Source: an optimization exercise on an open RTL-to-GDS flow (aim: small area, a short achievable clock period and few clock cycles). Production flows keep margins and buffers that such runs may drop. Only simulation tests tie the RTL to the original design; equivalence was not proved. Power and IR drop assume default switching activity.

[config.mk]
export PLATFORM = sky130hd
export DESIGN_NAME = tag_store_top
export DESIGN_NICKNAME = tag_store_top
export VERILOG_FILES = /design/flow/design.v
export SDC_FILE = /design/flow/constraint.sdc
export NUM_CORES = 4
export LEC_CHECK = 0
export CAP_MARGIN = 20
export CORE_MARGIN = 2
export CORE_UTILIZATION = 40
export SLEW_MARGIN = 20
[constraint.sdc]
create_clock -name core_clock -period 7.0 [get_ports {clk_i}]
set_input_delay 1.4000 -clock core_clock [delete_from_list [all_inputs] [get_ports {clk_i}]]
set_output_delay 1.4000 -clock core_clock [all_outputs]
set_load 0.01 [all_outputs]
[design.v]
`timescale 1ns/1ps
module tag_store_top (
  input  logic                   clk_i,
  input  logic                   rst_i,
  input  logic [(1 + 4 + $clog2(16) + 8 + 1)-1:0]   req_i,
  input  logic                   valid_i,
  output logic                   ready_o,
  input  logic [4-1:0]    lock_i,
  output logic [(4 + 2 + 8)-1:0]   res_o,
  output logic                   valid_o,
  input  logic                   ready_i
);
  localparam int QD = 4;    
  function automatic logic [3:0] victim_oh(input logic [3:0] elig,
                                           input logic [3:0] valid,
                                           input logic [1:0] ptr);
    logic [3:0] free, rot;
    free = elig & ~valid;
    rot  = '0;
    for (int i = 3; i >= 0; i--) begin
      if (elig[2'(ptr + 2'(i))]) begin
        rot = '0;
        rot[2'(ptr + 2'(i))] = 1'b1;
      end
    end
    if (free[0])      victim_oh = 4'b0001;
    else if (free[1]) victim_oh = 4'b0010;
    else if (free[2]) victim_oh = 4'b0100;
    else if (free[3]) victim_oh = 4'b1000;
    else              victim_oh = rot;
  endfunction
  logic       rdy_q;
  logic [2:0] cnt_q;
  logic       accept;
  logic       pop;
  logic [2:0] cnt_next;
  assign accept   = valid_i & rdy_q;
  assign pop      = valid_o & ready_i;
  assign cnt_next = cnt_q + {2'b0, accept} - {2'b0, pop};
  always_ff @(posedge clk_i) begin
    if (rst_i) begin
      cnt_q <= '0;
      rdy_q <= 1'b1;
    end else begin
      cnt_q <= cnt_next;
      rdy_q <= cnt_next < 3'(QD);
    end
  end
  assign ready_o = rdy_q;
  logic        a_v;
  logic [17:0] a_req;
  logic [3:0]  a_lock;
  logic [15:0] a_sel;
  always_ff @(posedge clk_i) begin
    if (rst_i) a_v <= 1'b0;
    else       a_v <= accept;
    a_req  <= req_i;
    a_lock <= lock_i;
    for (int s = 0; s < 16; s++) a_sel[s] <= (req_i[12:9] == 4'(s));
  end
  logic [3:0] a_ind, a_idx, a_elig;
  logic [7:0] a_tag;
  assign a_ind  = a_req[16:13];
  assign a_idx  = a_req[12:9];
  assign a_tag  = a_req[8:1];
  assign a_elig = a_ind & ~a_lock;
  logic [3:0]  m_valid [16];
  logic [3:0]  m_dirty [16];
  logic [1:0]  m_ptr   [16];
  logic [7:0]  m_tag   [16][4];
  logic [3:0]  rd_valid, rd_dirty;
  logic [7:0]  rd_tag [4];
  logic [1:0]  rd_ptr;
  always_comb begin
    rd_valid = '0;
    rd_dirty = '0;
    rd_ptr   = '0;
    for (int w = 0; w < 4; w++) rd_tag[w] = '0;
    for (int s = 0; s < 16; s++) begin
      rd_valid = rd_valid | ({4{a_sel[s]}} & m_valid[s]);
      rd_dirty = rd_dirty | ({4{a_sel[s]}} & m_dirty[s]);
      rd_ptr   = rd_ptr   | ({2{a_sel[s]}} & m_ptr[s]);
      for (int w = 0; w < 4; w++) rd_tag[w] = rd_tag[w] | ({8{a_sel[s]}} & m_tag[s][w]);
    end
  end
  logic        b_v, b_flush, b_dirty, b_same, b_found;
  logic [3:0]  b_ind, b_idx, b_fsoh;
  logic [7:0]  b_tag;
  logic [3:0]  b_hit0, b_hitk, b_vic0;
  logic [3:0]  b_vick [4];
  logic [3:0]  b_valid0, b_dirtyv;
  logic [1:0]  b_ptr;
  logic [7:0]  b_tags [4];
  logic        same_n, eq_prev;
  logic [3:0]  v0, fsoh;
  assign same_n  = b_v && (b_idx == a_idx);
  assign eq_prev = (b_tag == a_tag);
  assign v0      = rd_valid & ~((same_n && b_flush) ? b_ind : 4'b0);
  always_comb begin
    if (a_ind[0])      fsoh = 4'b0001;
    else if (a_ind[1]) fsoh = 4'b0010;
    else if (a_ind[2]) fsoh = 4'b0100;
    else if (a_ind[3]) fsoh = 4'b1000;
    else               fsoh = 4'b0001;
  end
  always_ff @(posedge clk_i) begin
    if (rst_i) b_v <= 1'b0;
    else       b_v <= a_v;
    b_flush  <= a_req[17];
    b_ind    <= a_ind;
    b_idx    <= a_idx;
    b_tag    <= a_tag;
    b_dirty  <= a_req[0];
    b_same   <= same_n;
    b_found  <= |a_elig;
    b_fsoh   <= fsoh;
    for (int w = 0; w < 4; w++) begin
      b_hit0[w] <= a_ind[w] & v0[w] & (rd_tag[w] == a_tag);
      b_hitk[w] <= a_ind[w] & eq_prev;
      b_tags[w] <= rd_tag[w];
    end
    b_vic0   <= victim_oh(a_elig, v0, rd_ptr);
    for (int k = 0; k < 4; k++)
      b_vick[k] <= victim_oh(a_elig, rd_valid | (4'b0001 << k), 2'(k + 1));
    b_valid0 <= v0;
    b_dirtyv <= rd_dirty;
    b_ptr    <= rd_ptr;
  end
  logic [3:0]  w_valid, w_dirty, w_mod;
  logic [1:0]  w_ptr;
  logic [7:0]  w_tag;
  logic [3:0]  ms, hit, vic_oh, c_valid, c_dirty;
  logic [1:0]  c_ptr, vic;
  logic [7:0]  c_tag [4];
  logic        any_hit, hit_dirty;
  always_comb begin
    for (int w = 0; w < 4; w++) begin
      ms[w]    = b_same & w_mod[w];
      hit[w]   = ms[w] ? b_hitk[w] : b_hit0[w];
      c_tag[w] = ms[w] ? w_tag : b_tags[w];
    end
    any_hit = |hit;
    vic_oh  = b_vic0;
    if (|ms) begin
      vic_oh = '0;
      for (int k = 0; k < 4; k++) vic_oh = vic_oh | ({4{w_mod[k]}} & b_vick[k]);
    end
    c_valid = b_same ? w_valid : b_valid0;
    c_dirty = b_same ? w_dirty : b_dirtyv;
    c_ptr   = b_same ? w_ptr   : b_ptr;
    if (hit[0])      hit_dirty = c_dirty[0];
    else if (hit[1]) hit_dirty = c_dirty[1];
    else if (hit[2]) hit_dirty = c_dirty[2];
    else             hit_dirty = c_dirty[3];
  end
  assign vic = {vic_oh[3] | vic_oh[2], vic_oh[3] | vic_oh[1]};
  logic        lookup, refill, dirty_upd;
  logic [3:0]  refill_oh, n_valid, n_dirty, sel_oh, ev_oh;
  logic [1:0]  n_ptr;
  logic [13:0] c_res;
  logic [7:0]  etag;
  assign lookup    = ~b_flush;
  assign refill    = lookup & ~any_hit & b_found;
  assign refill_oh = {4{refill}} & vic_oh;
  assign dirty_upd = lookup & any_hit & b_dirty & ~hit_dirty;
  always_comb begin
    if (b_flush)     n_valid = c_valid & ~b_ind;
    else             n_valid = c_valid | refill_oh;
    if (dirty_upd)   n_dirty = c_dirty | hit;
    else if (refill) n_dirty = (c_dirty & ~vic_oh) | (vic_oh & {4{b_dirty}});
    else             n_dirty = c_dirty;
    n_ptr = refill ? vic + 2'd1 : c_ptr;
  end
  assign sel_oh = b_flush ? b_fsoh : vic_oh;
  assign ev_oh  = sel_oh & c_valid;
  always_comb begin
    etag = '0;
    for (int w = 0; w < 4; w++) etag = etag | ({8{ev_oh[w]}} & c_tag[w]);
    c_res = '0;
    if (lookup && any_hit) begin
      c_res[13:10] = hit;
      c_res[9]     = 1'b1;
    end else if (b_flush || b_found) begin
      c_res[13:10] = b_flush ? b_ind : vic_oh;
      c_res[8]     = |(ev_oh & c_dirty);
      c_res[7:0]   = etag;
    end
  end
  always_ff @(posedge clk_i) begin
    w_valid <= n_valid;
    w_dirty <= n_dirty;
    w_ptr   <= n_ptr;
    w_mod   <= refill_oh;
    w_tag   <= b_tag;
  end
  always_ff @(posedge clk_i) begin
    for (int s = 0; s < 16; s++) begin
      if (rst_i) begin
        m_valid[s] <= '0;
        m_ptr[s]   <= '0;
      end else if (b_v && (b_idx == 4'(s))) begin
        m_valid[s] <= n_valid;
        m_ptr[s]   <= n_ptr;
      end
      if (b_v && (b_idx == 4'(s))) begin
        m_dirty[s] <= n_dirty;
        for (int w = 0; w < 4; w++)
          if (refill_oh[w]) m_tag[s][w] <= b_tag;
      end
    end
  end
  logic [13:0] q [QD];
  logic [2:0]  qn_q;
  logic        vo_q;
  logic [2:0]  qn_next;
  assign qn_next = qn_q + {2'b0, b_v} - {2'b0, pop};
  always_ff @(posedge clk_i) begin
    if (rst_i) begin
      qn_q <= '0;
      vo_q <= 1'b0;
    end else begin
      qn_q <= qn_next;
      vo_q <= qn_next != 3'd0;
    end
    for (int i = 0; i < QD; i++) begin
      if (pop) begin
        if (b_v && (qn_q == 3'(i + 1))) q[i] <= c_res;
        else if (i < QD - 1)            q[i] <= q[(i + 1) % QD];
      end else if (b_v && (qn_q == 3'(i))) begin
        q[i] <= c_res;
      end
    end
  end
  assign valid_o = vo_q;
  assign res_o   = q[0];
endmodule
[run.sh]
#!/bin/bash
# synth_recipe.tcl (not shown) runs the flow's synth.tcl, then flattens the netlist and writes it again
# the make line also repeats each setting of config.mk as NAME=value (left out here)
make -C /OpenROAD-flow-scripts/flow DESIGN_CONFIG=/design/flow/config.mk WORK_HOME=/design/flow/orfs CLKGATE_MAP_FILE= SYNTH_SCRIPT=/design/flow/synth_recipe.tcl finish
==> flow_summary_export.csv, run 1 <==
group,metric,value,unit
place,dp_hpwl,56.8,mm
power_and_ir_drop,sequentialPowerShare,51.7,%
sta,slew_viol_final,0,
finish,layoutNonFillerInstCount,3571,
power_and_ir_drop,pwr-share-comb,7.3,%
floorplan,rows,105,
floorplan,core-area,82200,µm²
finish,postLayoutCellArea,37700,µm²
yosys,syn-instance-count,2407,
finish,multi_input_area,8620,µm²
drt,avgViaCountPerCell,5.95,
cts,tritoncts,"built",
yosys,seq_area_frac_synth,71.9,%
power_and_ir_drop,clockPowerShare,41.0,%
power_and_ir_drop,leakage,12.5,nW
yosys,post-synth-top-area-fraction,54.5,%
cts,post_cts_setup_inserts,0,
critical_path,crit_required,7270,ps
global_route,grt_use_total,21.7,%
power_and_ir_drop,overall_power_of_the_completed_layout,11.7,mW
yosys,synthArstFlopShare,0,%
hold_path,timing.hold.worst.class,"reg -> reg",
yosys,number_of_synthesized_flops_with_an_enable_pin,604,
global_route,grt_first_pass_wirelength,138,mm
critical_path,worst_setup_path_start_kind,"register",
global_route,globalRouteOverflowTotal,0,
sta,timing.final.ws_setup,3060,ps
yosys,post_synth.cell_area_avg,13.8,µm²
cts,clk_root_buffer_cell,"sky130_fd_sc_hd__clkbuf_16",
floorplan,height_of_the_die,292,µm
sta,worstMarginPinSlew,1110,ps
power_and_ir_drop,switching_power,2.70,mW
floorplan,die-area,85500,µm²
sta,achievable-frequency,254,MHz
global_route,vias_in_the_first_global_route,20837,
sta,final-hold-violation-count,0,
sta,post-route-period-util,56.3,%
drt,vias,21236,
drt,drt-initial-drc-count,2069,
yosys,yosys_warnings,10,
finish,post_route_cells_drive_above_1_share,9.56,%
cts,holdBufCountCts,0,
critical_path,maximum_net_fanout_on_the_critical_path,21,
finish,antenna_cells,0,
floorplan,die_x,292,µm
sta,setup_viol,0,
cts,clkSinkCount,892,
drt,drt_wl_total,93.9,mm
sta,grt_setup_unrepaired,"false",
finish,filler_cell_count,7166,
yosys,syn_area,33300,µm²
drt,per_cell_routed_wire_length,26.3,µm
finish,fin_util,45.8,%
finish,final_nets,2463,
yosys,synthesis.nets,2445,
run_status,outcome,"finished clean",
yosys,synth_top_cells_by_area,"sky130_fd_sc_hd__edfxtp_1, sky130_fd_sc_hd__dfxtp_1, sky130_fd_sc_hd__a22oi_1",
yosys,yosys.cell_types.count,64,
critical_path,setup_crit_path_kind,"reg -> reg",
floorplan,initial_core_util,40.4,%
global_route,largest_net_degree_at_the_start_of_global_routing,106,
drt,post-route-drc-count,0,
place,gp_congestion,0.822,
critical_path,worst_ep_arrival_time,4210,ps
sta,fin_worst_skew,24.5,ps
cts,clock_tree.htree_level_count,3,
sta,hold_ws,330,ps
global_route,antenna_found_initial,0,
drt,ant_nets,0,
place,detailedPlace.worstSlack,1800,ps
power_and_ir_drop,sw_frac_of_total,23.1,%
floorplan,floorplan.io_pins,42,
sta,slew-limit-headroom,23.9,%
power_and_ir_drop,intPower,8.98,mW
drt,drt_pre_antenna_iters,7,
power_and_ir_drop,worst_ir_drop_vdd,174,µV
sta,post-route-min-period,3940,ps
run,cap_violations,0,
place,port-buffer-count,41,
critical_path,setup.worst_path.end_class,"register",
cts,cts.path.max_buffers,3,
power_and_ir_drop,power.density_cell_area,310,nW/µm²
finish,areaGrowthSynthToFinish,13.3,%
cts,insertion_delay,660,ps
cts,cts.repair.resized,0,
yosys,ys_seq_elements,892,
finish,final-seq-area,23900,µm²
yosys,synth_ff_type,"sky130_fd_sc_hd__edfxtp_1",
cts,cts_inserted_buffers,90,
place,place_inst,3400,
cts,clk_slew_on_worst_s_h_paths,60,ps
sta,totalNegativeSetupSlack,0,ps
yosys,synth.largest_area_cell,"sky130_fd_sc_hd__edfxtp_1",
place,dpl-instance-area,34700,µm²
-- critical path: stages (launching register included) --
cell and delay, ps:
sky130_fd_sc_hd__dfxtp_1 350, sky130_fd_sc_hd__buf_4 320, sky130_fd_sc_hd__nand2_4 190, sky130_fd_sc_hd__a2111oi_0 600, sky130_fd_sc_hd__and4_1 530, sky130_fd_sc_hd__nand3_2 530, sky130_fd_sc_hd__nor2_1 1010
-- Yosys cell counts (all sizes together) (4+ instances only) --
cell type  instances
and3              38
a21oi             77
a221oi           102
dfxtp            288
nand2b            20
or2                4
o211ai            10
a31oi             11
o21ai             16
edfxtp           604
nor4              10
nand3             32
nor2b             12
buf               38
nand4             46
clkbuf           115
and4               4
nor3              53
inv               39
ha                10
nor2             245
mux2i             50
and2              14
a211oi            98
xor2               5
a22oi            145
or3                5
a22o             100
nand2            140
xnor2             43
-- routing by layer --
metal / vias up / routed length, µm / track usage, % / part of all wire, %
met5: - / 0 / 0 / 0
met4: 0 / 3570 / 8.73 / 3.8
met3: 211 / 6950 / 3.60 / 7.4
met2: 960 / 45500 / 36.4 / 48
met1: 10747 / 37900 / 28.2 / 40
li1: 9318 / - / - / -
-- flip-flops by register name, summed over array words and instances, names as in the netlist, 8 cells and up --
| name | cells |
|---|---|
| a_sel | 16 |
| w_tag | 8 |
| m_valid | 64 |
| a_req | 18 |
| b_tags | 32 |
| m_dirty | 64 |
| m_tag | 512 |
| q | 56 |
| m_ptr | 32 |
| b_vick | 16 |
| b_tag | 8 |
-- placed cells by master, fill, tap and decap left out, types with 24 or more instances in the layout --
| cell type | instances |
|---|---|
| sky130_fd_sc_hd__clkbuf_16 | 94 |
| sky130_fd_sc_hd__mux2i_1 | 50 |
| sky130_fd_sc_hd__a22o_1 | 100 |
| sky130_fd_sc_hd__nor3_1 | 53 |
| sky130_fd_sc_hd__nand2_1 | 138 |
| sky130_fd_sc_hd__clkdlybuf4s50_1 | 40 |
| sky130_fd_sc_hd__a211oi_1 | 98 |
| sky130_fd_sc_hd__nor2_1 | 243 |
| sky130_fd_sc_hd__a22oi_1 | 145 |
| sky130_fd_sc_hd__nand3_1 | 29 |
| sky130_fd_sc_hd__and3_1 | 38 |
| sky130_fd_sc_hd__edfxtp_1 | 604 |
| sky130_fd_sc_hd__dfxtp_1 | 264 |
| sky130_fd_sc_hd__dfxtp_2 | 24 |
| sky130_fd_sc_hd__a21oi_1 | 77 |
| sky130_fd_sc_hd__nand4_1 | 45 |
| sky130_fd_sc_hd__xnor2_1 | 43 |
| sky130_fd_sc_hd__a221oi_1 | 98 |
| sky130_fd_sc_hd__buf_4 | 37 |
| sky130_fd_sc_hd__inv_1 | 36 |
-- cells by family (layout without fill, tap and decap cells) --
logic type	after synthesis	after routing	synth area share, %
AO/OA/AOI/OAI	579	579	13.4
XOR/XNOR	48	48	1.26
adder cells (fa/ha/maj)	12	12	0.497
buffers and inverters	193	287	2.24
flip-flops	892	892	71.9
multiplexers	56	56	1.81
AND/OR/NAND/NOR	627	627	8.92
-- worst paths after layout --
path                 start           end  slack (ps)  cells past startpoint
setup reg to reg    b_same  m_tag[10][7]        3060                      6
hold / removal    a_req[0]       b_dirty         330                      0
hold reg to reg   a_req[0]       b_dirty         330                      0
setup / recovery    b_same  m_tag[10][7]        3060                      6
-- layout make-up --
cell class,count,share of cell area (%)
well taps,1070,3.55
multi-input cells,1322,22.9
repair buffers,79,1.87
inverters,40,0.398
flip-flops and latches,892,63.5
clock inverters,50,1.21
clock buffers,118,6.61
-- power by group through the flow --
stage               logic (mW)  registers, mW  clock network, mW
global placement         0.809           6.15                  0
global route             0.934           6.06               5.04
finish                   0.848           6.04               4.79
CTS                      0.841           6.04               4.85
floorplan                0.538           6.12                  0
detailed placement       0.839           6.15                  0
Testbench counts, summed over its fixed seeds: cycles 12,024.
==> run 2: changes to the inputs <==
--- a/config.mk
+++ b/config.mk
@@ -6,6 +6,8 @@
 export NUM_CORES = 4
 export LEC_CHECK = 0
+export ABC_CLOCK_PERIOD_IN_PS = 2600
 export CAP_MARGIN = 20
 export CORE_MARGIN = 2
 export CORE_UTILIZATION = 40
+export SETUP_SLACK_MARGIN = 4.4
 export SLEW_MARGIN = 20
==> flow_summary_export.csv, run 2 <==
group,metric,value,unit
cts,cts.path.max_buffers,3,
global_route,grt_first_pass_wirelength,148,mm
place,detailedPlace.worstSlack,3050,ps
global_route,vias_in_the_first_global_route,21715,
floorplan,floorplan.io_pins,42,
place,dpl-instance-area,34800,µm²
finish,areaGrowthSynthToFinish,20.7,%
drt,drt_wl_total,102,mm
global_route,largest_net_degree_at_the_start_of_global_routing,106,
yosys,syn_area,33300,µm²
drt,post-route-drc-count,0,
yosys,number_of_synthesized_flops_with_an_enable_pin,604,
place,gp_congestion,0.889,
cts,clk_root_buffer_cell,"sky130_fd_sc_hd__clkbuf_16",
sta,totalNegativeSetupSlack,0,ps
yosys,seq_area_frac_synth,71.9,%
power_and_ir_drop,worst_ir_drop_vdd,187,µV
critical_path,maximum_net_fanout_on_the_critical_path,35,
hold_path,timing.hold.worst.class,"reg -> reg",
cts,tritoncts,"built",
yosys,post-synth-top-area-fraction,54.5,%
critical_path,worst-r2r-setup-slack,4160,ps
sta,post-route-min-period,2840,ps
critical_path,slowest_delay,580,ps
sta,slew_viol_final,0,
finish,layout.cells.most_common_list,"sky130_fd_sc_hd__edfxtp_1, sky130_fd_sc_hd__dfxtp_1, sky130_fd_sc_hd__nor2_1",
critical_path,setup_crit_path_kind,"reg -> reg",
drt,ant_nets,0,
cts,insertion_delay,670,ps
finish,final_nets,2560,
drt,vias,22172,
critical_path,timing.critical_path.cells,"buf_8, a221oi_2, nand4_4, clkinv_4, ha_4, mux4_2, o41ai_2, a21oi_1, or3_1, a21oi_1",
finish,multi_input_area,9690,µm²
critical_path,cell_repeated_most_along_the_worst_path,"sky130_fd_sc_hd__a21oi_1",
finish,postLayoutCellArea,40100,µm²
finish,filler_cell_count,6936,
critical_path,worst_ep_arrival_time,3420,ps
global_route,antenna_found_initial,2,
critical_path,worst_setup_path_start_kind,"register",
finish,post_route_cells_drive_above_1_share,19.9,%
finish,antenna_cells,0,
finish,final-seq-area,24000,µm²
floorplan,rows,105,
power_and_ir_drop,power.density_cell_area,297,nW/µm²
place,port-buffer-count,41,
yosys,synthesis.nets,2445,
run,cap_violations,0,
floorplan,die_x,292,µm
critical_path,crit_buf_inv,2,
sta,final-hold-violation-count,0,
finish,top_register,"m_tag",
yosys,post_synth.cell_area_avg,13.8,µm²
yosys,synth.top_cells.by_count,"sky130_fd_sc_hd__edfxtp_1, sky130_fd_sc_hd__dfxtp_1, sky130_fd_sc_hd__nor2_1",
cts,clock_tree.htree_level_count,3,
sta,fin_worst_skew,29.1,ps
finish,reg_top3,"m_tag x512, m_dirty x64, m_valid x64",
drt,per_cell_routed_wire_length,27.8,µm
floorplan,core-area,82200,µm²
critical_path,slowest_stage,"sky130_fd_sc_hd__mux4_2",
sta,worstMarginPinSlew,1150,ps
yosys,yosys.cell_types.count,64,
drt,avgViaCountPerCell,6.05,
power_and_ir_drop,leakage,13.2,nW
floorplan,initial_core_util,40.4,%
global_route,globalRouteOverflowTotal,0,
drt,drt-initial-drc-count,2380,
yosys,synthArstFlopShare,0,%
cts,clkSinkCount,892,
critical_path,setup.worst_path.end_class,"register",
critical_path,crit_required,7580,ps
yosys,synth_ff_type,"sky130_fd_sc_hd__edfxtp_1",
yosys,syn-instance-count,2407,
run_status,outcome,"finished clean",
sta,grt_setup_unrepaired,"true",
drt,drt_pre_antenna_iters,5,
sta,achievable-frequency,352,MHz
finish,layout_commonest_cell,"sky130_fd_sc_hd__edfxtp_1",
yosys,cell_with_the_most_instances_after_synthesis,"sky130_fd_sc_hd__edfxtp_1",
sta,slew-limit-headroom,23.5,%
cts,clk_slew_on_worst_s_h_paths,60,ps
sta,timing.final.ws_setup,4160,ps
sta,hold_ws,326,ps
global_route,grt_use_total,23.5,%
finish,largest_reg_flops,512,
floorplan,die-area,85500,µm²
yosys,yosys_warnings,10,
critical_path,worst_path_dominant_cell_family,"multiplexers",
place,dp_hpwl,60.2,mm
yosys,synth.largest_area_cell,"sky130_fd_sc_hd__edfxtp_1",
yosys,synth_top_cells_by_area,"sky130_fd_sc_hd__edfxtp_1, sky130_fd_sc_hd__dfxtp_1, sky130_fd_sc_hd__a22oi_1",
yosys,ys_seq_elements,892,
floorplan,height_of_the_die,292,µm
sta,setup_viol,0,
cts,cts_inserted_buffers,90,
sta,post-route-period-util,40.6,%
power_and_ir_drop,overall_power_of_the_completed_layout,11.9,mW
[run 2: metrics by stage]
step / cells / utilization [%]
global route: 3667 / 48.8
global placement: 3396 / 42.3
floorplan: 2407 / -
detailed placement: 3396 / 42.3
CTS: 3629 / 48.0
finish: 3667 / 48.8
[run 2: layout make-up]
cell class	instances	area share (%)
sequential	892	59.7
multi-input combinational	1324	24.1
clock buffer	117	6.14
timing repair buffer	173	4.68
tap	1070	3.34
clock inverter	50	1.34
inverter	40	0.586
timing repair inverter	1	0.0218
[run 2: timing repair]
item                                    in CTS  in global routing
resized for setup                          301                 62
endpoints found under the setup margin     782                597
gates cloned                                 8                  2
pin swaps                                   46                 27
hold buffers                                 0                  0
buffers inserted                            58                 36
[run 2: power breakdown]
part	internal, mW	switching [mW]
clock network	2.80	2.07
logic	0.382	0.601
registers	5.90	0.178
[run 2: path summary, 6_finish.rpt]
| check | from | cells after the start | to |
|---|---|---|---|
| max reg2reg | a_sel[2] | 10 | b_vic0[2] |
| min reg2reg | a_req[0] | 0 | b_dirty |
| max | a_sel[2] | 10 | b_vic0[2] |
| min | a_req[0] | 0 | b_dirty |
[run 2: layer usage]
metal	vias to the layer above	track usage, %	part of all wire [%]	wire length, µm
met2	1111	39.3	49	49500
met5	-	0	0	0
met3	227	3.65	8.3	8470
li1	9541	-	-	-
met4	0	10.2	4.2	4300
met1	11293	30.3	39	39500
[run 2: kinds of logic after synthesis]
kind of cell	Yosys count	share of synthesized area, %
XOR/XNOR	48	1.26
AO/OA/AOI/OAI	579	13.4
AND/OR/NAND/NOR	627	8.92
flip-flops	892	71.9
multiplexers	56	1.81
buffers and inverters	193	2.24
adder cells (fa/ha/maj)	12	0.497
==> run 3: changes to the inputs <==
--- a/design.v
+++ b/design.v
@@ -15,13 +15,16 @@
                                            input logic [3:0] valid,
                                            input logic [1:0] ptr);
-    logic [3:0] free, rot;
+    logic [3:0] free, rot, r0, r1, r2, r3;
     free = elig & ~valid;
-    rot  = '0;
-    for (int i = 3; i >= 0; i--) begin
-      if (elig[2'(ptr + 2'(i))]) begin
-        rot = '0;
-        rot[2'(ptr + 2'(i))] = 1'b1;
-      end
-    end
+    r0 = elig[0] ? 4'b0001 : elig[1] ? 4'b0010 : elig[2] ? 4'b0100 : elig[3] ? 4'b1000 : 4'b0000;
+    r1 = elig[1] ? 4'b0010 : elig[2] ? 4'b0100 : elig[3] ? 4'b1000 : elig[0] ? 4'b0001 : 4'b0000;
+    r2 = elig[2] ? 4'b0100 : elig[3] ? 4'b1000 : elig[0] ? 4'b0001 : elig[1] ? 4'b0010 : 4'b0000;
+    r3 = elig[3] ? 4'b1000 : elig[0] ? 4'b0001 : elig[1] ? 4'b0010 : elig[2] ? 4'b0100 : 4'b0000;
+    case (ptr)
+      2'd0:    rot = r0;
+      2'd1:    rot = r1;
+      2'd2:    rot = r2;
+      default: rot = r3;
+    endcase
     if (free[0])      victim_oh = 4'b0001;
     else if (free[1]) victim_oh = 4'b0010;
@@ -87,5 +90,7 @@
   logic [3:0]  b_ind, b_idx, b_fsoh;
   logic [7:0]  b_tag;
-  logic [3:0]  b_hit0, b_hitk, b_vic0;
+  logic [3:0]  b_hit0, b_hitk, b_vic0, b_ahitx;
+  logic        b_ahit0;
+  logic [3:0]  hit0_n, hitk_n;
   logic [3:0]  b_vick [4];
   logic [3:0]  b_valid0, b_dirtyv;
@@ -103,4 +108,10 @@
     else if (a_ind[3]) fsoh = 4'b1000;
     else               fsoh = 4'b0001;
+  end
+  always_comb begin
+    for (int w = 0; w < 4; w++) begin
+      hit0_n[w] = a_ind[w] & v0[w] & (rd_tag[w] == a_tag);
+      hitk_n[w] = a_ind[w] & eq_prev;
+    end
   end
   always_ff @(posedge clk_i) begin
@@ -115,8 +126,10 @@
     b_found  <= |a_elig;
     b_fsoh   <= fsoh;
-    for (int w = 0; w < 4; w++) begin
-      b_hit0[w] <= a_ind[w] & v0[w] & (rd_tag[w] == a_tag);
-      b_hitk[w] <= a_ind[w] & eq_prev;
-      b_tags[w] <= rd_tag[w];
+    b_hit0   <= hit0_n;
+    b_hitk   <= hitk_n;
+    b_ahit0  <= |hit0_n;
+    for (int k = 0; k < 4; k++) begin
+      b_ahitx[k] <= (|(hit0_n & ~(4'b0001 << k))) | hitk_n[k];
+      b_tags[k]  <= rd_tag[k];
     end
     b_vic0   <= victim_oh(a_elig, v0, rd_ptr);
@@ -128,4 +141,5 @@
   end
   logic [3:0]  w_valid, w_dirty, w_mod;
+  logic        w_any;
   logic [1:0]  w_ptr;
   logic [7:0]  w_tag;
@@ -140,5 +154,6 @@
       c_tag[w] = ms[w] ? w_tag : b_tags[w];
     end
-    any_hit = |hit;
+    if (b_same && w_any) any_hit = |(w_mod & b_ahitx);
+    else                 any_hit = b_ahit0;
     vic_oh  = b_vic0;
     if (|ms) begin
@@ -149,8 +164,8 @@
     c_dirty = b_same ? w_dirty : b_dirtyv;
     c_ptr   = b_same ? w_ptr   : b_ptr;
-    if (hit[0])      hit_dirty = c_dirty[0];
-    else if (hit[1]) hit_dirty = c_dirty[1];
-    else if (hit[2]) hit_dirty = c_dirty[2];
-    else             hit_dirty = c_dirty[3];
+    hit_dirty = (hit[0] & c_dirty[0]) |
+                (~hit[0] & hit[1] & c_dirty[1]) |
+                (~hit[0] & ~hit[1] & hit[2] & c_dirty[2]) |
+                (~hit[0] & ~hit[1] & ~hit[2] & c_dirty[3]);
   end
   assign vic = {vic_oh[3] | vic_oh[2], vic_oh[3] | vic_oh[1]};
@@ -192,4 +207,5 @@
     w_ptr   <= n_ptr;
     w_mod   <= refill_oh;
+    w_any   <= refill;
     w_tag   <= b_tag;
   end
--- a/config.mk
+++ b/config.mk
@@ -6,8 +6,8 @@
 export NUM_CORES = 4
 export LEC_CHECK = 0
-export ABC_CLOCK_PERIOD_IN_PS = 2600
+export ABC_CLOCK_PERIOD_IN_PS = 2500
 export CAP_MARGIN = 20
 export CORE_MARGIN = 2
 export CORE_UTILIZATION = 40
-export SETUP_SLACK_MARGIN = 4.4
+export SETUP_SLACK_MARGIN = 4.5
 export SLEW_MARGIN = 20
==> flow_summary_export.csv, run 3 <==
group,metric,value,unit
run_status,outcome,"finished clean",
critical_path,reg2reg_depth,10,
sta,setup_viol,0,
yosys,number_of_synthesized_flops_with_an_enable_pin,604,
global_route,met3_track_usage_gr,3.61,%
yosys,synth_top_family_by_area,"compound AO/OA/AOI/OAI gates",
sta,post-route-min-period,2610,ps
critical_path,setup.worst_path.end_class,"register",
global_route,globalRouteOverflowTotal,0,
sta,final-hold-violation-count,0,
floorplan,rows,105,
yosys,synth.largest_area_cell,"sky130_fd_sc_hd__edfxtp_1",
finish,layout_commonest_cell,"sky130_fd_sc_hd__edfxtp_1",
sta,grt_setup_unrepaired,"true",
hold_path,hold_path_depth,0,
yosys,synth.mux.area_fraction,1.25,%
yosys,synth_ff_type,"sky130_fd_sc_hd__edfxtp_1",
cts,tritoncts,"built",
yosys,syn-instance-count,2338,
critical_path,worst_setup_path_start_kind,"register",
finish,antenna_cells,0,
yosys,synthesized_area_fraction_occupied_by_and_or_nand_nor_cells,7.24,%
critical_path,crit_buf_inv,3,
floorplan,floorplan.io_pins,42,
yosys,synth_top_cells_by_area,"sky130_fd_sc_hd__edfxtp_1, sky130_fd_sc_hd__dfxtp_1, sky130_fd_sc_hd__a221oi_1",
critical_path,slowest_delay,430,ps
yosys,synthesis.nets,2370,
sta,slew_viol_final,0,
yosys,ys_seq_elements,898,
cts,clock_tree.htree_level_count,3,
place,dp_hpwl,58.0,mm
hold_path,timing.hold.worst.class,"reg -> reg",
finish,post_route_cells_drive_above_1_share,23.5,%
power_and_ir_drop,worst_ir_drop_vdd,178,µV
run,cap_violations,0,
finish,filler_cell_count,6720,
finish,layout.cells.most_common_list,"sky130_fd_sc_hd__edfxtp_1, sky130_fd_sc_hd__dfxtp_1, sky130_fd_sc_hd__a22o_1",
finish,largest_reg_flops,512,
yosys,seq_area_frac_synth,72.8,%
global_route,global_route.usage.met2,38.5,%
floorplan,initial_core_util,40.3,%
sta,post-route-period-util,37.2,%
drt,vias,22129,
yosys,cell_with_the_most_instances_after_synthesis,"sky130_fd_sc_hd__edfxtp_1",
yosys,syn_area,33000,µm²
finish,final-seq-area,24100,µm²
yosys,synth_compound_area_share,14.7,%
yosys,post-synth-top-area-fraction,55.0,%
drt,drt_pre_antenna_iters,5,
sta,slew-limit-headroom,35.3,%
global_route,largest_net_degree_at_the_start_of_global_routing,106,
sta,achievable-frequency,384,MHz
critical_path,cp_num_cells,10,
global_route,grt_use_met1,29.4,%
global_route,vias_in_the_first_global_route,21460,
yosys,synth.top_cells.by_count,"sky130_fd_sc_hd__edfxtp_1, sky130_fd_sc_hd__dfxtp_1, sky130_fd_sc_hd__nor2_1",
critical_path,setup_crit_path_kind,"reg -> reg",
finish,multi_input_area,9730,µm²
critical_path,timing.critical_path.cells,"o41ai_4, buf_4, a21oi_2, a211oi_4, buf_4, buf_12, o22ai_1, or3_4, a221oi_1, a31oi_1",
sta,fin_worst_skew,23.4,ps
drt,ant_nets,0,
cts,insertion_delay,660,ps
global_route,global_route.peak_usage_layer,"met2",
finish,areaGrowthSynthToFinish,23.6,%
floorplan,die-area,84800,µm²
power_and_ir_drop,leakage,13.6,nW
cts,clk_root_buffer_cell,"sky130_fd_sc_hd__clkbuf_16",
cts,cts_inserted_buffers,91,
place,gp_congestion,0.858,
cts,clk_slew_on_worst_s_h_paths,60,ps
yosys,synthArstFlopShare,0,%
yosys,synthXorXnorAreaFrac,1.30,%
cts,holdBufCountCts,0,
drt,per_cell_routed_wire_length,28.0,µm
global_route,grt_first_pass_wirelength,143,mm
floorplan,core-area,81800,µm²
floorplan,height_of_the_die,291,µm
power_and_ir_drop,overall_power_of_the_completed_layout,12.0,mW
drt,post-route-drc-count,0,
sta,totalNegativeSetupSlack,0,ps
finish,final_nets,2536,
critical_path,crit_required,7530,ps
place,port-buffer-count,41,
critical_path,slowest_stage,"sky130_fd_sc_hd__or3_4",
yosys,yosys_warnings,10,
yosys,post_synth.cell_area_avg,14.1,µm²
cts,clkSinkCount,898,
yosys,yosys.cell_types.count,66,
global_route,grt_use_total,22.7,%
yosys,synth_adder_area_share,0.273,%
finish,reg_top3,"m_tag x512, m_dirty x64, m_valid x64",
power_and_ir_drop,power.density_cell_area,294,nW/µm²
critical_path,worst_path_dominant_cell_family,"compound AO/OA/AOI/OAI gates",
global_route,antenna_found_initial,1,
finish,top_register,"m_tag",
drt,drt_wl_total,102,mm
drt,drt-initial-drc-count,2534,
floorplan,die_x,291,µm
cts,cts.path.max_buffers,3,
critical_path,worst_ep_arrival_time,3140,ps
critical_path,maximum_net_fanout_on_the_critical_path,5,
drt,avgViaCountPerCell,6.06,
sta,worstMarginPinSlew,964,ps
critical_path,cell_repeated_most_along_the_worst_path,"sky130_fd_sc_hd__buf_4",
## run 3: changes by cell type after synthesis, sizes merged, moves of 17 or more
cell    change
and3       -36
a221oi     +73
xor2       +23
o21ai      +17
a22o       +56
nor3       -30
a21oi      -21
xnor2      -22
a22oi     -108
nor2       -25
## run 3: what timing repair did
| action | 4_1_cts | 5_1_grt |
|---|---|---|
| pin swaps | 42 | 50 |
| setup endpoints to repair | 762 | 723 |
| resized for setup | 326 | 115 |
| buffers inserted | 69 | 67 |
| cloned | 6 | 10 |
## run 3: metal layers
metal | routed length, µm | vias up
met5 | 0 | -
met4 | 3730 | 0
met3 | 8650 | 231
met2 | 50200 | 1160
met1 | 39800 | 11254
li1 | - | 9484
## run 3: power by group
| part | leakage (nW) | internal (mW) | switching, mW |
|---|---|---|---|
| clock network | 1.45 | 2.76 | 2.07 |
| logic | 4.26 | 0.424 | 0.634 |
| registers | 7.90 | 5.93 | 0.162 |
| total | 13.6 | 9.11 | 2.86 |
## run 3: through the flow
stage | hold slack [ps] | instances | area, µm² | setup WS, ps | util [%]
after global routing | 348 | 3649 | 40800 | 4310 | 49.8
after floorplan | 310 | 2338 | 33100 | 4070 | -
after CTS | 328 | 3571 | 39200 | 4390 | 47.9
after global placement | 316 | 3328 | 34500 | 3190 | 42.2
final | 326 | 3649 | 40800 | 4390 | 49.8
after detailed placement | 313 | 3328 | 34600 | 3140 | 42.2
## run 3: cells by family after synthesis
logic type	after synthesis
flip-flops	898
AO/OA/AOI/OAI	614
AND/OR/NAND/NOR	524
buffers and inverters	206
XOR/XNOR	49
multiplexers	41
adder cells (fa/ha/maj)	6
## run 3: worst paths after layout
| check | from | to | slack, ps |
|---|---|---|---|
| setup / recovery | w_mod[1] | q[2][2] | 4390 |
| hold / removal | a_req[17] | b_flush | 330 |
| setup reg to reg | w_mod[1] | q[2][2] | 4390 |
| hold reg to reg | a_req[17] | b_flush | 330 |
## run 3: final cells by class
class | instances | area share, %
multi-input combinational | 1243 | 23.8
clock inverter | 38 | 0.963
tap | 1070 | 3.28
clock buffer | 130 | 6.30
sequential | 898 | 59.1
timing repair inverter | 1 | 0.0215
timing repair buffer | 218 | 5.88
inverter | 51 | 0.653
Testbench counts of run 3, summed over its fixed seeds: cycles 12,024.
==> run 4: changes to the inputs <==
--- a/config.mk
+++ b/config.mk
@@ -9,5 +9,5 @@
 export CAP_MARGIN = 20
 export CORE_MARGIN = 2
-export CORE_UTILIZATION = 40
+export CORE_UTILIZATION = 60
 export SETUP_SLACK_MARGIN = 4.5
 export SLEW_MARGIN = 20
==> flow_summary_export.csv, run 4 <==
group,metric,value,unit
run_status,outcome,"finished clean",
floorplan,die-area,56900,µm²
run,cap_violations,0,
yosys,synth.top_cells.by_count,"sky130_fd_sc_hd__edfxtp_1, sky130_fd_sc_hd__dfxtp_1, sky130_fd_sc_hd__nor2_1",
critical_path,setup.worst_path.end_class,"register",
sta,slew-limit-headroom,35.5,%
yosys,synthesis.nets,2370,
cts,clkSinkCount,898,
power_and_ir_drop,worst_ir_drop_vdd,245,µV
drt,drt_wl_total,104,mm
finish,post_route_cells_drive_above_1_share,25.5,%
place,dp_hpwl,54.9,mm
finish,final-seq-area,24100,µm²
critical_path,maximum_net_fanout_on_the_critical_path,4,
critical_path,worst_setup_path_start_kind,"register",
sta,slew_viol_final,0,
global_route,grt_first_pass_wirelength,141,mm
cts,tritoncts,"built",
floorplan,floorplan.io_pins,42,
drt,drt-initial-drc-count,3206,
drt,vias,22676,
sta,achievable-frequency,372,MHz
sta,worstMarginPinSlew,967,ps
critical_path,worst_ep_arrival_time,3040,ps
yosys,yosys_warnings,10,
global_route,grt_use_total,34.0,%
cts,clock_tree.htree_level_count,3,
sta,setup_viol,0,
yosys,seq_area_frac_synth,72.8,%
critical_path,timing.critical_path.cells,"buf_4, buf_4, buf_4, mux2i_4, nor4bb_4, buf_4, a211oi_4, o22ai_1, or3_4, nand2_2, o21ai_0",
sta,fin_worst_skew,27.7,ps
critical_path,worst-r2r-setup-slack,4310,ps
global_route,vias_in_the_first_global_route,20970,
cts,insertion_delay,650,ps
critical_path,reg2reg_depth,11,
sta,timing.final.ws_setup,4310,ps
critical_path,slowest_delay,400,ps
sta,post-route-period-util,38.5,%
finish,top_register,"m_tag",
finish,fin_util,75.6,%
finish,multi_input_area,10000,µm²
critical_path,cell_repeated_most_along_the_worst_path,"sky130_fd_sc_hd__buf_4",
cts,clk_slew_on_worst_s_h_paths,60,ps
floorplan,rows,85,
finish,largest_reg_flops,512,
sta,totalNegativeSetupSlack,0,ps
drt,drt_pre_antenna_iters,7,
drt,per_cell_routed_wire_length,31.6,µm
drt,post-route-drc-count,0,
sta,grt_setup_unrepaired,"true",
critical_path,cp-startpoint,"b_same",
global_route,globalRouteOverflowTotal,0,
yosys,ys_seq_elements,898,
cts,cts_inserted_buffers,87,
place,gp_congestion,0.891,
place,detailedPlace.worstSlack,3120,ps
cts,holdBufCountCts,0,
power_and_ir_drop,power.density_cell_area,294,nW/µm²
yosys,post-synth-top-area-fraction,55.0,%
finish,layout.cells.most_common_list,"sky130_fd_sc_hd__edfxtp_1, sky130_fd_sc_hd__dfxtp_1, sky130_fd_sc_hd__a22o_1",
cts,cts.path.max_buffers,3,
critical_path,reg2reg_to,"q[3][1]",
power_and_ir_drop,overall_power_of_the_completed_layout,12.0,mW
critical_path,critPathCapture,"q[3][1]",
yosys,syn-instance-count,2338,
critical_path,slowest_stage,"sky130_fd_sc_hd__or3_4",
sta,post-route-min-period,2690,ps
finish,reg_top3,"m_tag x512, m_dirty x64, m_valid x64",
yosys,synth.largest_area_cell,"sky130_fd_sc_hd__edfxtp_1",
drt,avgViaCountPerCell,6.90,
finish,layout_commonest_cell,"sky130_fd_sc_hd__edfxtp_1",
yosys,synth_ff_type,"sky130_fd_sc_hd__edfxtp_1",
place,port-buffer-count,41,
finish,antenna_cells,0,
floorplan,core-area,54100,µm²
drt,ant_nets,0,
floorplan,initial_core_util,61.0,%
yosys,yosys.cell_types.count,66,
yosys,synthArstFlopShare,0,%
yosys,number_of_synthesized_flops_with_an_enable_pin,604,
global_route,largest_net_degree_at_the_start_of_global_routing,106,
critical_path,timing.rr.start,"b_same",
global_route,antenna_found_initial,1,
finish,areaGrowthSynthToFinish,24.0,%
critical_path,setup_crit_path_kind,"reg -> reg",
power_and_ir_drop,leakage,13.8,nW
yosys,cell_with_the_most_instances_after_synthesis,"sky130_fd_sc_hd__edfxtp_1",
yosys,post_synth.cell_area_avg,14.1,µm²
sta,final-hold-violation-count,0,
yosys,synth_top_cells_by_area,"sky130_fd_sc_hd__edfxtp_1, sky130_fd_sc_hd__dfxtp_1, sky130_fd_sc_hd__a221oi_1",
critical_path,crit_required,7350,ps
cts,clk_root_buffer_cell,"sky130_fd_sc_hd__clkbuf_16",
yosys,syn_area,33000,µm²
finish,filler_cell_count,3191,
floorplan,height_of_the_die,239,µm
floorplan,die_x,239,µm
finish,final_nets,2549,
hold_path,timing.hold.worst.class,"reg -> reg",
[run 4: worst max-delay path, delay by kind of cell, from the launching register on]
family          cells  cell delay (ps)
mux                 1              300
buf+inv             4              580
flops               1              360
simple gates        3              610
compound gates      3              550
[run 4: cell type report]
cell class / instances / area share [%]
clock inverters: 51 / 1.43
clock buffers: 112 / 5.75
inverters: 51 / 0.642
repair buffers: 239 / 6.55
multi-input cells: 1239 / 24.6
well taps: 696 / 2.13
flip-flops and latches: 898 / 58.9
repair inverters: 1 / 0.0214
[run 4: repair_timing]
item                       CTS  global route
setup buffers               91            59
gates resized for setup    430           119
pin swaps                   68            52
setup endpoints to repair  818           396
gates cloned                 6            15
[run 4: kinds of logic after synthesis]
family / count (synthesis) / share of synthesized area, %
AOI/OAI and AO/OA: 614 / 14.7
xor gates and xnor gates: 49 / 1.30
adders and majority gates: 6 / 0.273
buffers and inverters: 206 / 2.42
DFF: 898 / 72.8
muxes: 41 / 1.25
and+or+nand+nor: 524 / 7.24
[run 4: worst min path at each step]
stage                     startpoint      end  depth (start not counted)
after floorplan             a_req[0]  b_dirty                          0
after CTS                  a_req[17]  b_flush                          0
after global placement     a_req[17]  b_flush                          0
after global routing       a_req[17]  b_flush                          0
after detailed placement    a_req[0]  b_dirty                          0
final                      a_req[17]  b_flush                          0
[run 4: per-layer routing]
layer | share of wire, % | global-route usage (%) | up-vias
li1 | - | - | 9512
met1 | 38 | 48.2 | 11284
met2 | 47 | 53.4 | 1575
met3 | 11 | 5.96 | 303
met4 | 4.5 | 12.1 | 2
met5 | 0.0096 | 0 | -
[run 4: metrics by stage]
step | cells | hold WS (ps) | instance area, µm²
final | 3287 | 338 | 40900
after global routing | 3287 | 345 | 40900
after CTS | 3212 | 340 | 39300
after detailed placement | 2952 | 316 | 34100
after global placement | 2952 | 318 | 34100
after floorplan | 2338 | 310 | 33100
[run 4: report_power, final]
part | internal [mW] | total (mW) | switching [mW] | leakage [nW]
sequential | 5.93 | 6.09 | 0.165 | 7.90
clock | 2.80 | 4.83 | 2.02 | 1.44
combinational | 0.444 | 1.11 | 0.664 | 4.44
==> run 5: changes to the inputs <==
--- a/config.mk
+++ b/config.mk
@@ -9,5 +9,8 @@
 export CAP_MARGIN = 20
 export CORE_MARGIN = 2
-export CORE_UTILIZATION = 60
+export CORE_UTILIZATION = 40
+export CTS_BUF_LIST = sky130_fd_sc_hd__clkbuf_16
+export CTS_CLUSTER_DIAMETER = 80
+export CTS_CLUSTER_SIZE = 30
 export SETUP_SLACK_MARGIN = 4.5
 export SLEW_MARGIN = 20
==> flow_summary_export.csv, run 5 <==
group,metric,value,unit
finish,layoutNonFillerInstCount,3535,
global_route,vias_in_the_first_global_route,20767,
critical_path,setup.worst_path.end_class,"register",
cts,clk_root_buffer_cell,"sky130_fd_sc_hd__clkbuf_16",
yosys,cell_with_the_most_instances_after_synthesis,"sky130_fd_sc_hd__edfxtp_1",
sta,post-route-min-period,2590,ps
finish,final_nets,2473,
sta,final-hold-violation-count,0,
power_and_ir_drop,leakage,12.7,nW
hold_path,timing.hold.worst.class,"reg -> reg",
yosys,yosys_warnings,10,
yosys,syn-instance-count,2338,
floorplan,height_of_the_die,291,µm
critical_path,cell_repeated_most_along_the_worst_path,"sky130_fd_sc_hd__buf_6",
finish,final-seq-area,24100,µm²
floorplan,initial_core_util,40.3,%
cts,insertion_delay,630,ps
global_route,largest_net_degree_at_the_start_of_global_routing,106,
sta,slew_viol_final,0,
cts,clkSinkCount,898,
global_route,antenna_found_initial,1,
floorplan,rows,105,
yosys,synthArstFlopShare,0,%
run_status,outcome,"finished clean",
sta,worstMarginPinSlew,965,ps
place,dp_hpwl,58.0,mm
yosys,synth.top_cells.by_count,"sky130_fd_sc_hd__edfxtp_1, sky130_fd_sc_hd__dfxtp_1, sky130_fd_sc_hd__nor2_1",
critical_path,crit_required,7320,ps
yosys,number_of_synthesized_flops_with_an_enable_pin,604,
finish,top_register,"m_tag",
yosys,seq_area_frac_synth,72.8,%
finish,filler_cell_count,6915,
finish,multi_input_area,9920,µm²
place,place_inst,3328,
sta,slew-limit-headroom,35.7,%
drt,ant_nets,0,
power_and_ir_drop,power.density_cell_area,255,nW/µm²
drt,post-route-drc-count,0,
cts,cts_inserted_buffers,38,
cts,clock_tree.htree_level_count,2,
global_route,grt_use_total,22.3,%
yosys,synth.largest_area_cell,"sky130_fd_sc_hd__edfxtp_1",
place,gp_congestion,0.858,
drt,drt_pre_antenna_iters,6,
yosys,post-synth-top-area-fraction,55.0,%
sta,post-route-period-util,37.0,%
floorplan,floorplan.io_pins,42,
drt,avgViaCountPerCell,6.12,
critical_path,setup_crit_path_kind,"reg -> reg",
global_route,grt_first_pass_wirelength,141,mm
finish,reg_top3,"m_tag x512, m_dirty x64, m_valid x64",
sta,achievable-frequency,386,MHz
drt,vias,21649,
critical_path,slowest_stage,"sky130_fd_sc_hd__dfxtp_4",
finish,antenna_cells,0,
finish,largest_reg_flops,512,
drt,drt-initial-drc-count,2249,
run,cap_violations,0,
yosys,yosys.cell_types.count,66,
global_route,globalRouteOverflowTotal,0,
drt,drt_wl_total,99.6,mm
sta,setup_viol,0,
cts,holdBufCountCts,0,
cts,tritoncts,"built",
yosys,synth_top_cells_by_area,"sky130_fd_sc_hd__edfxtp_1, sky130_fd_sc_hd__dfxtp_1, sky130_fd_sc_hd__a221oi_1",
sta,fin_worst_skew,46.1,ps
yosys,syn_area,33000,µm²
finish,areaGrowthSynthToFinish,18.1,%
critical_path,worst_setup_path_start_kind,"register",
finish,post_route_cells_drive_above_1_share,22.3,%
sta,totalNegativeSetupSlack,0,ps
yosys,synth_ff_type,"sky130_fd_sc_hd__edfxtp_1",
finish,layout.cells.most_common_list,"sky130_fd_sc_hd__edfxtp_1, sky130_fd_sc_hd__dfxtp_1, sky130_fd_sc_hd__a22o_1",
drt,per_cell_routed_wire_length,28.2,µm
sta,grt_setup_unrepaired,"true",
critical_path,maximum_net_fanout_on_the_critical_path,5,
yosys,ys_seq_elements,898,
cts,clk_slew_on_worst_s_h_paths,120,ps
critical_path,slowest_delay,420,ps
place,port-buffer-count,41,
floorplan,die_x,291,µm
critical_path,worst_ep_arrival_time,2920,ps
floorplan,die-area,84800,µm²
critical_path,timing.critical_path.cells,"buf_12, mux2i_4, buf_6, nor4bb_4, buf_4, a211oi_4, buf_6, o22ai_2, or3_4, nand2_2, o21ai_0",
cts,cts.path.max_buffers,3,
floorplan,core-area,81800,µm²
finish,layout_commonest_cell,"sky130_fd_sc_hd__edfxtp_1",
power_and_ir_drop,worst_ir_drop_vdd,154,µV
yosys,post_synth.cell_area_avg,14.1,µm²
hold_path,hold_path.startpoint,"a_req[0]",
critical_path,cp-startpoint,"b_same",
yosys,synthesis.nets,2370,
critical_path,timing.rr.start,"b_same",
## run 5: cell counts after synthesis
Identical to the previous run, type by type.
## run 5: worst paths after layout
| kind | end | cells after the start | slack [ps] |
|---|---|---|---|
| setup / recovery | q[3][6] | 11 | 4410 |
| setup reg to reg | q[3][6] | 11 | 4410 |
| hold / removal | b_dirty | 0 | 330 |
| hold reg to reg | b_dirty | 0 | 330 |
## run 5: timing repair
item | in CTS | in global routing
resized for setup | 327 | 172
gates cloned | 7 | 10
buffers inserted | 68 | 57
setup endpoints to repair | 777 | 682
pin swaps | 46 | 49
## run 5: cells by family after synthesis
| logic type | Yosys count | share of synthesized area [%] |
|---|---|---|
| flops | 898 | 72.8 |
| compound gates | 614 | 14.7 |
| simple gates | 524 | 7.24 |
| buf+inv | 206 | 2.42 |
| xor+xnor | 49 | 1.30 |
| mux | 41 | 1.25 |
| fa+ha+maj | 6 | 0.273 |
## run 5: layout make-up
| class | instances | share of cell area, % |
|---|---|---|
| multi-input cells | 1243 | 25.5 |
| repair inverters | 1 | 0.0225 |
| clock inverters | 25 | 0.507 |
| clock buffers | 39 | 2.50 |
| well taps | 1070 | 3.43 |
| inverters | 51 | 0.700 |
| repair buffers | 208 | 5.57 |
| flip-flops and latches | 898 | 61.8 |
## run 5: per-layer routing
layer | track usage (%) | vias up | wire length (µm)
met5 | 0 | - | 0
met2 | 38.0 | 1203 | 49200
met4 | 7.15 | 0 | 3320
met1 | 29.6 | 10948 | 38500
met3 | 2.95 | 187 | 8520
li1 | - | 9311 | -
## run 5: power breakdown
group | switching [mW] | leakage, nW | internal, mW | total [mW]
Clock | 1.66 | 0.597 | 1.10 | 2.76
Sequential | 0.164 | 7.90 | 5.92 | 6.08
Combinational | 0.639 | 4.23 | 0.439 | 1.08
Total | 2.47 | 12.7 | 7.46 | 9.92
## run 5: worst max-delay path, delay by kind of cell, from the launching register on
kind                   cells  cell delay (ps)
buffers and inverters      4              640
and+or+nand+nor            3              560
DFF                        1              420
AOI/OAI and AO/OA          3              350
muxes                      1              310
## run 5: through the flow
stage	util (%)	worst slack (ps)	power [mW]	hold WS, ps	cell area [µm²]
final	47.6	4410	9.92	330	39000
after global routing	47.6	4340	10.2	334	39000
after detailed placement	42.2	3140	7.05	313	34600
after CTS	45.8	4410	9.81	335	37500
after global placement	42.2	3190	7.02	316	34500
after floorplan	-	4070	6.72	310	33100
==> run 6: changes to the inputs <==
--- a/design.v
+++ b/design.v
@@ -212,10 +212,7 @@
   always_ff @(posedge clk_i) begin
     for (int s = 0; s < 16; s++) begin
-      if (rst_i) begin
-        m_valid[s] <= '0;
-        m_ptr[s]   <= '0;
-      end else if (b_v && (b_idx == 4'(s))) begin
-        m_valid[s] <= n_valid;
-        m_ptr[s]   <= n_ptr;
+      if (rst_i || (b_v && (b_idx == 4'(s)))) begin
+        m_valid[s] <= n_valid & {4{~rst_i}};
+        m_ptr[s]   <= n_ptr & {2{~rst_i}};
       end
       if (b_v && (b_idx == 4'(s))) begin
==> flow_summary_export.csv, run 6 <==
group,metric,value,unit
drt,ant_nets,0,
floorplan,initial_core_util,40.2,%
floorplan,floorplan.io_pins,42,
floorplan,die-area,84700,µm²
hold_path,hold_path.startpoint,"a_req[0]",
critical_path,setup_crit_path_kind,"reg -> out",
place,dp_hpwl,58.6,mm
yosys,synth.mux.area_fraction,1.56,%
sta,post-route-min-period,2620,ps
sta,fin_worst_skew,32.6,ps
critical_path,cp-startpoint,"q[0][11]",
drt,drt_pre_antenna_iters,7,
critical_path,timing.rr.start,"w_mod[1]",
critical_path,worst_setup_path_start_kind,"register",
yosys,synth_compound_area_share,13.0,%
yosys,yosys_warnings,10,
place,gp_congestion,0.864,
run,cap_violations,0,
drt,post-route-drc-count,0,
finish,layout_commonest_cell,"sky130_fd_sc_hd__edfxtp_1",
drt,per_cell_routed_wire_length,29.4,µm
yosys,ys_seq_elements,898,
cts,tritoncts,"built",
floorplan,height_of_the_die,291,µm
cts,clk_slew_on_worst_s_h_paths,110,ps
critical_path,crit_required,5600,ps
finish,largest_reg_flops,512,
yosys,synth_top_family_by_area,"compound AO/OA/AOI/OAI gates",
yosys,synth.largest_area_cell,"sky130_fd_sc_hd__edfxtp_1",
power_and_ir_drop,overall_power_of_the_completed_layout,10.3,mW
global_route,largest_net_degree_at_the_start_of_global_routing,67,
power_and_ir_drop,leakage,12.7,nW
floorplan,rows,105,
critical_path,maximum_net_fanout_on_the_critical_path,1,
critical_path,worst_path_dominant_cell_family,"flip-flops",
place,place_inst,3114,
yosys,number_of_synthesized_flops_with_an_enable_pin,700,
yosys,cell_with_the_most_instances_after_synthesis,"sky130_fd_sc_hd__edfxtp_1",
power_and_ir_drop,worst_ir_drop_vdd,162,µV
finish,reg_top3,"m_tag x512, m_dirty x64, m_valid x64",
sta,totalNegativeSetupSlack,0,ps
drt,drt_wl_total,95.8,mm
sta,worstMarginPinSlew,1020,ps
sta,grt_setup_unrepaired,"true",
finish,areaGrowthSynthToFinish,15.4,%
sta,slew_viol_final,0,
cts,clock_tree.htree_level_count,2,
yosys,syn_area,32900,µm²
yosys,post-synth-top-area-fraction,63.8,%
yosys,synthXorXnorAreaFrac,1.30,%
yosys,synth.top_cells.by_count,"sky130_fd_sc_hd__edfxtp_1, sky130_fd_sc_hd__dfxtp_1, sky130_fd_sc_hd__a221oi_1",
critical_path,slowest_stage,"sky130_fd_sc_hd__edfxtp_1",
global_route,grt_use_total,22.1,%
sta,slew-limit-headroom,32.3,%
yosys,synth_ff_type,"sky130_fd_sc_hd__edfxtp_1",
yosys,seq_area_frac_synth,75.8,%
yosys,post_synth.cell_area_avg,15.6,µm²
finish,post_route_cells_drive_above_1_share,19.8,%
global_route,globalRouteOverflowTotal,0,
cts,insertion_delay,620,ps
cts,cts_inserted_buffers,39,
critical_path,worst_ep_arrival_time,1220,ps
global_route,grt_first_pass_wirelength,137,mm
place,port-buffer-count,41,
global_route,vias_in_the_first_global_route,19402,
sta,post-route-period-util,37.4,%
floorplan,die_x,291,µm
sta,final-hold-violation-count,0,
yosys,synthArstFlopShare,0,%
finish,final_nets,2197,
global_route,antenna_found_initial,1,
yosys,yosys.cell_types.count,61,
sta,achievable-frequency,382,MHz
finish,top_register,"m_tag",
run_status,outcome,"finished clean",
critical_path,setup.worst_path.end_class,"primary output",
critical_path,crit_buf_inv,1,
drt,avgViaCountPerCell,6.09,
power_and_ir_drop,power.density_cell_area,270,nW/µm²
drt,vias,19864,
yosys,synthesized_area_fraction_occupied_by_and_or_nand_nor_cells,5.88,%
yosys,synth_adder_area_share,0.273,%
drt,drt-initial-drc-count,2225,
cts,clk_root_buffer_cell,"sky130_fd_sc_hd__clkbuf_16",
sta,setup_viol,0,
cts,cts.path.max_buffers,3,
yosys,synthesis.nets,2138,
yosys,syn-instance-count,2106,
critical_path,slowest_delay,440,ps
finish,layoutNonFillerInstCount,3260,
finish,layout.cells.most_common_list,"sky130_fd_sc_hd__edfxtp_1, sky130_fd_sc_hd__dfxtp_1, sky130_fd_sc_hd__a22o_1",
yosys,synth_top_cells_by_area,"sky130_fd_sc_hd__edfxtp_1, sky130_fd_sc_hd__dfxtp_1, sky130_fd_sc_hd__a221oi_1",
cts,clkSinkCount,898,
critical_path,timing.critical_path.cells,"buf_2",
hold_path,timing.hold.worst.class,"reg -> reg",
floorplan,core-area,81800,µm²
sta,hold_ws,336,ps
## run 6: cell types whose count changed after synthesis, moves of 11 or more
cell and change:
sky130_fd_sc_hd__nor2_1 -92, sky130_fd_sc_hd__a21oi_1 -24, sky130_fd_sc_hd__edfxtp_1 +96, sky130_fd_sc_hd__nand2b_1 +14, sky130_fd_sc_hd__clkbuf_1 -29, sky130_fd_sc_hd__nand2_1 -43
sky130_fd_sc_hd__a211oi_1 -77, sky130_fd_sc_hd__nand3_1 -11, sky130_fd_sc_hd__dfxtp_1 -96, sky130_fd_sc_hd__o21ai_1 +17, sky130_fd_sc_hd__buf_2 +11
## run 6: metrics by stage
step | util, % | setup WS (ps) | cell area (µm²)
global route | 46.4 | 4330 | 38000
global placement | 42.2 | 3140 | 34500
CTS | 45.1 | 4270 | 36900
detailed placement | 42.2 | 3020 | 34500
floorplan | - | 4090 | 33000
finish | 46.4 | 4380 | 38000
## run 6: what timing repair did
action,4_1_cts,5_1_grt
setup endpoints to repair,871,614
pin swaps,33,27
cloned,2,2
buffers inserted,50,26
gates resized for setup,259,162
hold buffers,0,0
## run 6: metal layers
metal / GRT usage [%] / up-vias / wire length (µm) / part of all wire (%)
met5: 0 / - / 11 / 0.011
met4: 5.79 / 2 / 2860 / 3.0
met3: 3.22 / 157 / 7880 / 8.2
met2: 37.3 / 941 / 46200 / 48
met1: 29.9 / 10311 / 38900 / 41
li1: - / 8453 / - / -
## run 6: cell type report
type | count | area (µm²)
timing repair inverter | 1 | 8.76
multi-input combinational | 1029 | 8640
antenna | 1 | 2.50
sequential | 898 | 25100
fill | 6901 | 43800
clock buffer | 39 | 976
clock inverter | 26 | 254
tap | 1070 | 1340
inverter | 46 | 189
timing repair buffer | 150 | 1540
## run 6: cells by family after synthesis
kind of cell               Yosys count
DFF                                898
AOI/OAI and AO/OA                  523
and+or+nand+nor                    399
buffers and inverters              180
muxes                               51
xor gates and xnor gates            49
adders and majority gates            6
## run 6: worst paths after layout
path	end	slack [ps]	cells after the start
worst max-delay path	res_o[11]	4380	1
worst min-delay path	b_dirty	340	0
worst max register to register	m_dirty[7][2]	4470	8
worst min register to register	b_dirty	340	0
## run 6: report_power, final
part           total, mW  switching, mW  internal [mW]
clock               2.82           1.67           1.14
combinational       1.13          0.664          0.470
sequential          6.31          0.222           6.09
## run 6: worst reg2reg max path: stages, from the launching register on
cell	delay, ps
sky130_fd_sc_hd__dfxtp_4	410
sky130_fd_sc_hd__o41a_1	540
sky130_fd_sc_hd__nand3_1	210
sky130_fd_sc_hd__and2_1	280
sky130_fd_sc_hd__nand2_1	130
sky130_fd_sc_hd__buf_12	190
sky130_fd_sc_hd__mux2_2	330
sky130_fd_sc_hd__a21oi_4	150
sky130_fd_sc_hd__buf_12	160
Testbench counts of run 6, summed over its fixed seeds: cycles 12,024.
==> run 7: changes to the inputs <==
--- a/config.mk
+++ b/config.mk
@@ -13,4 +13,4 @@
 export CTS_CLUSTER_DIAMETER = 80
 export CTS_CLUSTER_SIZE = 30
-export SETUP_SLACK_MARGIN = 4.5
+export SETUP_SLACK_MARGIN = 4.3
 export SLEW_MARGIN = 20
==> flow_summary_export.csv, run 7 <==
group,metric,value,unit
run_status,outcome,"finished clean",
finish,layout_commonest_cell,"sky130_fd_sc_hd__edfxtp_1",
critical_path,worst-r2r-setup-slack,4350,ps
sta,worstMarginPinSlew,927,ps
finish,top_register,"m_tag",
critical_path,setup_crit_path_kind,"reg -> out",
floorplan,floorplan.io_pins,42,
yosys,seq_area_frac_synth,75.8,%
hold_path,timing.hold.worst.class,"reg -> reg",
sta,slew_viol_final,0,
cts,tritoncts,"built",
drt,drt_pre_antenna_iters,5,
global_route,grt_use_total,21.7,%
yosys,post_synth.cell_area_avg,15.6,µm²
place,dp_hpwl,58.3,mm
drt,post-route-drc-count,0,
yosys,yosys_warnings,10,
yosys,synth_top_cells_by_area,"sky130_fd_sc_hd__edfxtp_1, sky130_fd_sc_hd__dfxtp_1, sky130_fd_sc_hd__a221oi_1",
finish,final_nets,2150,
yosys,synth.largest_area_cell,"sky130_fd_sc_hd__edfxtp_1",
cts,clkSinkCount,898,
critical_path,crit_required,5600,ps
critical_path,slowest_stage,"sky130_fd_sc_hd__dfxtp_4",
floorplan,die-area,84700,µm²
yosys,yosys.cell_types.count,61,
critical_path,crit_buf_inv,1,
power_and_ir_drop,leakage,12.2,nW
finish,antenna_cells,0,
cts,cts_inserted_buffers,39,
sta,fin_worst_skew,30.9,ps
finish,largest_reg_flops,512,
finish,layout.cells.most_common_list,"sky130_fd_sc_hd__edfxtp_1, sky130_fd_sc_hd__dfxtp_1, sky130_fd_sc_hd__a22o_1",
global_route,vias_in_the_first_global_route,18989,
cts,clock_tree.htree_level_count,2,
floorplan,rows,105,
critical_path,worst_ep_arrival_time,1250,ps
yosys,ys_seq_elements,898,
global_route,grt_first_pass_wirelength,135,mm
floorplan,die_x,291,µm
yosys,synthesis.nets,2138,
drt,drt-initial-drc-count,2292,
critical_path,slowest_delay,370,ps
power_and_ir_drop,sequentialPowerShare,62.5,%
sta,post-route-period-util,37.9,%
yosys,post-synth-top-area-fraction,63.8,%
cts,cts.path.max_buffers,3,
critical_path,worst_setup_path_start_kind,"register",
power_and_ir_drop,clockPowerShare,27.5,%
floorplan,initial_core_util,40.2,%
finish,reg_top3,"m_tag x512, m_dirty x64, m_valid x64",
global_route,globalRouteOverflowTotal,0,
cts,clk_root_buffer_cell,"sky130_fd_sc_hd__clkbuf_16",
critical_path,timing.critical_path.cells,"dlygate4sd2_1",
cts,insertion_delay,610,ps
yosys,cell_with_the_most_instances_after_synthesis,"sky130_fd_sc_hd__edfxtp_1",
drt,per_cell_routed_wire_length,29.3,µm
yosys,syn_area,32900,µm²
finish,areaGrowthSynthToFinish,11.1,%
critical_path,worst_path_dominant_cell_family,"flip-flops",
sta,totalNegativeSetupSlack,0,ps
critical_path,setup.worst_path.end_class,"primary output",
finish,post_route_cells_drive_above_1_share,14.1,%
yosys,synth_ff_type,"sky130_fd_sc_hd__edfxtp_1",
drt,vias,19559,
power_and_ir_drop,worst_ir_drop_vdd,160,µV
global_route,antenna_found_initial,0,
global_route,largest_net_degree_at_the_start_of_global_routing,67,
yosys,synth.top_cells.by_count,"sky130_fd_sc_hd__edfxtp_1, sky130_fd_sc_hd__dfxtp_1, sky130_fd_sc_hd__a221oi_1",
sta,grt_setup_unrepaired,"true",
critical_path,maximum_net_fanout_on_the_critical_path,2,
yosys,synthArstFlopShare,0,%
power_and_ir_drop,switching_power,2.51,mW
sta,hold_ws,345,ps
run,cap_violations,0,
power_and_ir_drop,power.density_cell_area,276,nW/µm²
yosys,number_of_synthesized_flops_with_an_enable_pin,700,
drt,avgViaCountPerCell,6.09,
cts,clk_slew_on_worst_s_h_paths,110,ps
yosys,syn-instance-count,2106,
sta,final-hold-violation-count,0,
place,port-buffer-count,41,
sta,setup_viol,0,
power_and_ir_drop,pwr-share-comb,9.9,%
power_and_ir_drop,intPower,7.60,mW
power_and_ir_drop,sw_frac_of_total,24.8,%
floorplan,height_of_the_die,291,µm
sta,achievable-frequency,377,MHz
place,gp_congestion,0.861,
drt,ant_nets,0,
sta,post-route-min-period,2650,ps
sta,slew-limit-headroom,38.2,%
drt,drt_wl_total,94.2,mm
floorplan,core-area,81800,µm²
run 7: stage by stage:
step | util (%) | instances | worst slack [ps] | total power, mW | cell area (µm²)
6_report | 44.7 | 3211 | 4350 | 10.1 | 36600
5_1_grt | 44.7 | 3211 | 4190 | 10.4 | 36600
4_1_cts | 44.3 | 3200 | 4040 | 10.1 | 36300
3_5_place_dp | 42.2 | 3111 | 2970 | 7.37 | 34500
3_3_place_gp | 42.2 | 3111 | 3030 | 7.34 | 34500
2_1_floorplan | - | 2106 | 4090 | 6.96 | 33000
run 7: timing repair:
item,in CTS,in global routing
gates resized for setup,148,46
hold buffers,0,0
endpoints found under the setup margin,865,424
buffers inserted,23,11
pin swaps,19,10
cloned,2,0
run 7: power by group through the flow:
| stage | clock network (mW) | registers [mW] | logic [mW] |
|---|---|---|---|
| 2_1_floorplan | 0 | 6.33 | 0.631 |
| 3_3_place_gp | 0 | 6.44 | 0.904 |
| 3_5_place_dp | 0 | 6.44 | 0.929 |
| 4_1_cts | 2.82 | 6.32 | 0.983 |
| 5_1_grt | 2.97 | 6.35 | 1.09 |
| 6_report | 2.78 | 6.32 | 1.00 |
run 7: cell families (layout without fill, tap and decap cells):
logic type | Yosys count | after routing | share of synthesized area, %
flip-flops | 898 | 898 | 75.8
AO/OA/AOI/OAI | 523 | 523 | 13.0
AND/OR/NAND/NOR | 399 | 400 | 5.88
buffers and inverters | 180 | 214 | 2.17
multiplexers | 51 | 51 | 1.56
XOR/XNOR | 49 | 49 | 1.30
adder cells (fa/ha/maj) | 6 | 6 | 0.273
run 7: final timing paths:
check / cells past startpoint / startpoint / to
setup / recovery: 1 / vo_q / valid_o
hold / removal: 0 / a_req[0] / b_dirty
setup reg to reg: 10 / a_sel[11] / b_ahitx[2]
hold reg to reg: 0 / a_req[0] / b_dirty
run 7: final cells by class:
type	count	area [µm²]
clock inverter	23	186
timing repair inverter	1	8.76
inverter	46	189
fill	6997	45200
clock buffer	41	1030
multi-input combinational	1029	7840
timing repair buffer	103	952
sequential	898	25100
tap	1070	1340
run 7: routing by layer:
layer	GRT usage (%)	routed length (µm)
met2	35.8	45100
met5	0	0
met4	7.38	3150
met1	29.2	38600
met3	3.55	7360

Check on run 7: ideal ports give 4.347 ns setup slack; a clkbuf_16 on the clock port and buf_2 on the inputs give 4.278 ns; moving port delays by the midpoint clock arrival (0.666 ns) as well gives 3.768 ns.
